Context: an optimization exercise on an open-source flow, tuned for small area, a short achievable clock period and few clock cycles per item. The choices shown serve that exercise and are no tape-out recipe.
In this exercise RTL edits were held to simulation tests only and were not proved equivalent to the original.

Design samplerz_top, start of the top module:
module samplerz_top (
  input  logic               clk,
  input  logic               rst_n_i,
  input  logic               start_i,
  input  logic [31:0]        mu_i,
  input  logic [15:0]        inv_sigma_prime_i,
  input  logic [15:0]        inv_sigma_sqr_div_2_i,
  input  logic               falcon_type_i,
  input  logic               rand_val_i,
  input  logic [23:0]        rand_cdt_i,
  input  logic               rand_b_i,
  input  logic [7:0]         rand_8_i,
  output logic               dout_val_o,
  output logic signed [15:0] w_o,
  output logic               request_rand_o,
  output logic               busy_o
);
==> flow/config.mk <==
export PLATFORM = sky130hd
export DESIGN_NAME = samplerz_top
export DESIGN_NICKNAME = samplerz_top
export VERILOG_FILES = /design/flow/design.v
export SDC_FILE = /design/flow/constraint.sdc
export NUM_CORES = 4
export LEC_CHECK = 0
export CAP_MARGIN = 20
export CORE_MARGIN = 2
export CORE_UTILIZATION = 60
export SETUP_SLACK_MARGIN = 5
export SLEW_MARGIN = 20
export SYNTH_HIERARCHICAL = 1
export SYNTH_MINIMUM_KEEP_SIZE = 0
==> flow/constraint.sdc <==
create_clock -name core_clock -period 11.0 [get_ports {clk}]
set_input_delay 2.2000 -clock core_clock [delete_from_list [all_inputs] [get_ports {clk}]]
set_output_delay 2.2000 -clock core_clock [all_outputs]
set_load 0.01 [all_outputs]
standard.sh (not shown) runs the stock make flow with config.mk's settings and CLKGATE_MAP_FILE= SYNTH_SCRIPT=/design/flow/synth_recipe.tcl, a recipe that flattens the netlist after the stock synthesis.
==> flow/flow/run.sh <==
#!/bin/bash
# standard synthesis and layout, with the port buffers inserted as buf_1 cells
# (every input and output port still gets its own buffer)
set -euo pipefail
MARGIN=5.5
bash standard.sh synth > synth.log 2>&1
MK=$(grep '^make ' standard.sh | sed 's/ "\${@:-finish}"$//' | sed "s/SETUP_SLACK_MARGIN=[-0-9.]*/SETUP_SLACK_MARGIN=$MARGIN/")
eval "$MK \"BUFFER_PORTS_ARGS=-buffer_cell sky130_fd_sc_hd__buf_1\" finish" > layout.log 2>&1
bash standard.sh finish > write_def.log 2>&1
The starting point ran to the end with no violations.
Testbench counts at the start, summed over its fixed seeds: cycles 13,624, samples 2,400.
Change:
--- a/flow/flow/run.sh
+++ b/flow/flow/run.sh
@@ -5 +5 @@
-MARGIN=5.5
+MARGIN=6
Wire length came out higher by about 6%. Setup slack degrades by 0.012 ns. Clock skew came out lower by 0.0046 ns. Sequential cell count stays the same.
Change:
--- a/flow/flow/run.sh
+++ b/flow/flow/run.sh
@@ -5 +5 @@
-MARGIN=6
+MARGIN=5
=>
- cell area fell by 9.1%
- clock-buffer cell count is unchanged
- clock skew hardly moves
- core utilization fell by 6.5 points
- wire length fell by 9.5%
Change:
--- a/flow/config.mk
+++ b/flow/config.mk
@@ -14,0 +15 @@
+export TNS_END_PERCENT = 10
Effect: Global-route usage does not change. Core utilization stays the same. Area after synthesis stays the same. Routed wire length hardly moves. Via count stays flat. Final cell count does not change. Worst hold slack is about the same. Sequential cell count does not change.
Change:
--- a/flow/config.mk
+++ b/flow/config.mk
@@ -8 +8 @@
-export CAP_MARGIN = 20
+export CAP_MARGIN = 0
@@ -12 +12 @@
-export SLEW_MARGIN = 20
+export SLEW_MARGIN = 0
@@ -15 +14,0 @@
-export TNS_END_PERCENT = 10
Effect: Core utilization is about the same. Worst setup slack is better by 0.028 ns. Routed wire length barely changes. Non-clock buffer count is unchanged. Synthesized area is unchanged. Count of clock-buffer cells in the layout is unchanged. Critical path depth is unchanged. Cell count does not change.

samplerz_top again, from the RTL that the note above started with.
Settings: LEC_CHECK=0, CAP_MARGIN=20, CORE_MARGIN=2, CORE_UTILIZATION=70, SETUP_SLACK_MARGIN=5, SLEW_MARGIN=20, SYNTH_HIERARCHICAL=1, SYNTH_MINIMUM_KEEP_SIZE=0; clock period 11.0 ns.
==> flow/flow/run.sh <==
#!/bin/bash
# standard synthesis and layout, with the port buffers inserted as buf_1 cells
# (every input and output port still gets its own buffer)
set -euo pipefail
MARGIN=5
bash standard.sh synth > synth.log 2>&1
MK=$(grep '^make ' standard.sh | sed 's/ "\${@:-finish}"$//' | sed "s/SETUP_SLACK_MARGIN=[-0-9.]*/SETUP_SLACK_MARGIN=$MARGIN/")
eval "$MK \"BUFFER_PORTS_ARGS=-buffer_cell sky130_fd_sc_hd__buf_1\" finish" > layout.log 2>&1
bash standard.sh finish > write_def.log 2>&1
The baseline produced a clean layout.
Testbench counts at the start, summed over its fixed seeds: cycles 13,624, samples 2,400.
==> next run, changes <==
==> flow/run.sh (new file) <==
#!/bin/bash
# synth_recipe.tcl (not shown) runs the flow's synth.tcl, then flattens the netlist and writes it again
# the make line also repeats each setting of config.mk as NAME=value (left out here)
make -C /OpenROAD-flow-scripts/flow DESIGN_CONFIG=/design/flow/config.mk WORK_HOME=/design/flow/orfs CLKGATE_MAP_FILE= SYNTH_SCRIPT=/design/flow/synth_recipe.tcl finish
- CORE_UTILIZATION: 70 -> 40
removed: flow/flow/run.sh
removed: flow/standard.sh
The changed run completed without violations. Via count came out lower by a few percent. Sequential share of layout area decreases by 1.1 points. Count of clock-buffer cells in the layout is lower by 2. Global-route usage is lower by 15 points. Design area rose by a few percent. Wire length rose by a few percent. First-iteration DRC count drops by a quarter to a third.

-- static timing again, ports no longer ideal --
The results above use ideal ports. As a check the final layouts listed here were re-extracted and re-timed, cells and wires unchanged.
Step 1 sets driving cells, clkbuf_16 on the clock port and buf_2 on the other inputs (assumed; they add their load-dependent delay and slew).
Step 2 also shifts input and output timing later by t, the mid clock arrival at the registers, as if the neighbouring blocks saw the same clock.
Three values: ideal, step 1, step 2; two values: the first two.
run	t, ns	setup WS [ns]	hold slack, ns	worst setup path at the end	pins driven straight from the clock port
the first run of note 1	0.524	5.544 / 5.544 / 5.544	0.329 / 0.329 / 0.329	register to register	1
the second run of note 1	0.520	5.532 / 5.532 / 5.532	0.328 / 0.328 / 0.328	register to register	1
the third run of note 1	0.527	5.212 / 5.212 / 5.212	0.330 / 0.330 / 0.330	register to register	1
the fourth run of note 1	0.530	5.172 / 5.172 / 5.172	0.330 / 0.330 / 0.330	register to register	1
the fifth run of note 1	0.530	5.200 / 5.200 / 5.200	0.330 / 0.330 / 0.330	register to register	1
the first run of note 2	0.504	5.189 / 5.189 / 5.189	0.325 / 0.325 / 0.325	register to register	1
the second run of note 2	0.541	5.173 / 5.173 / 5.173	0.334 / 0.334 / 0.334	register to register	1
After both steps every run listed still meets setup and hold.
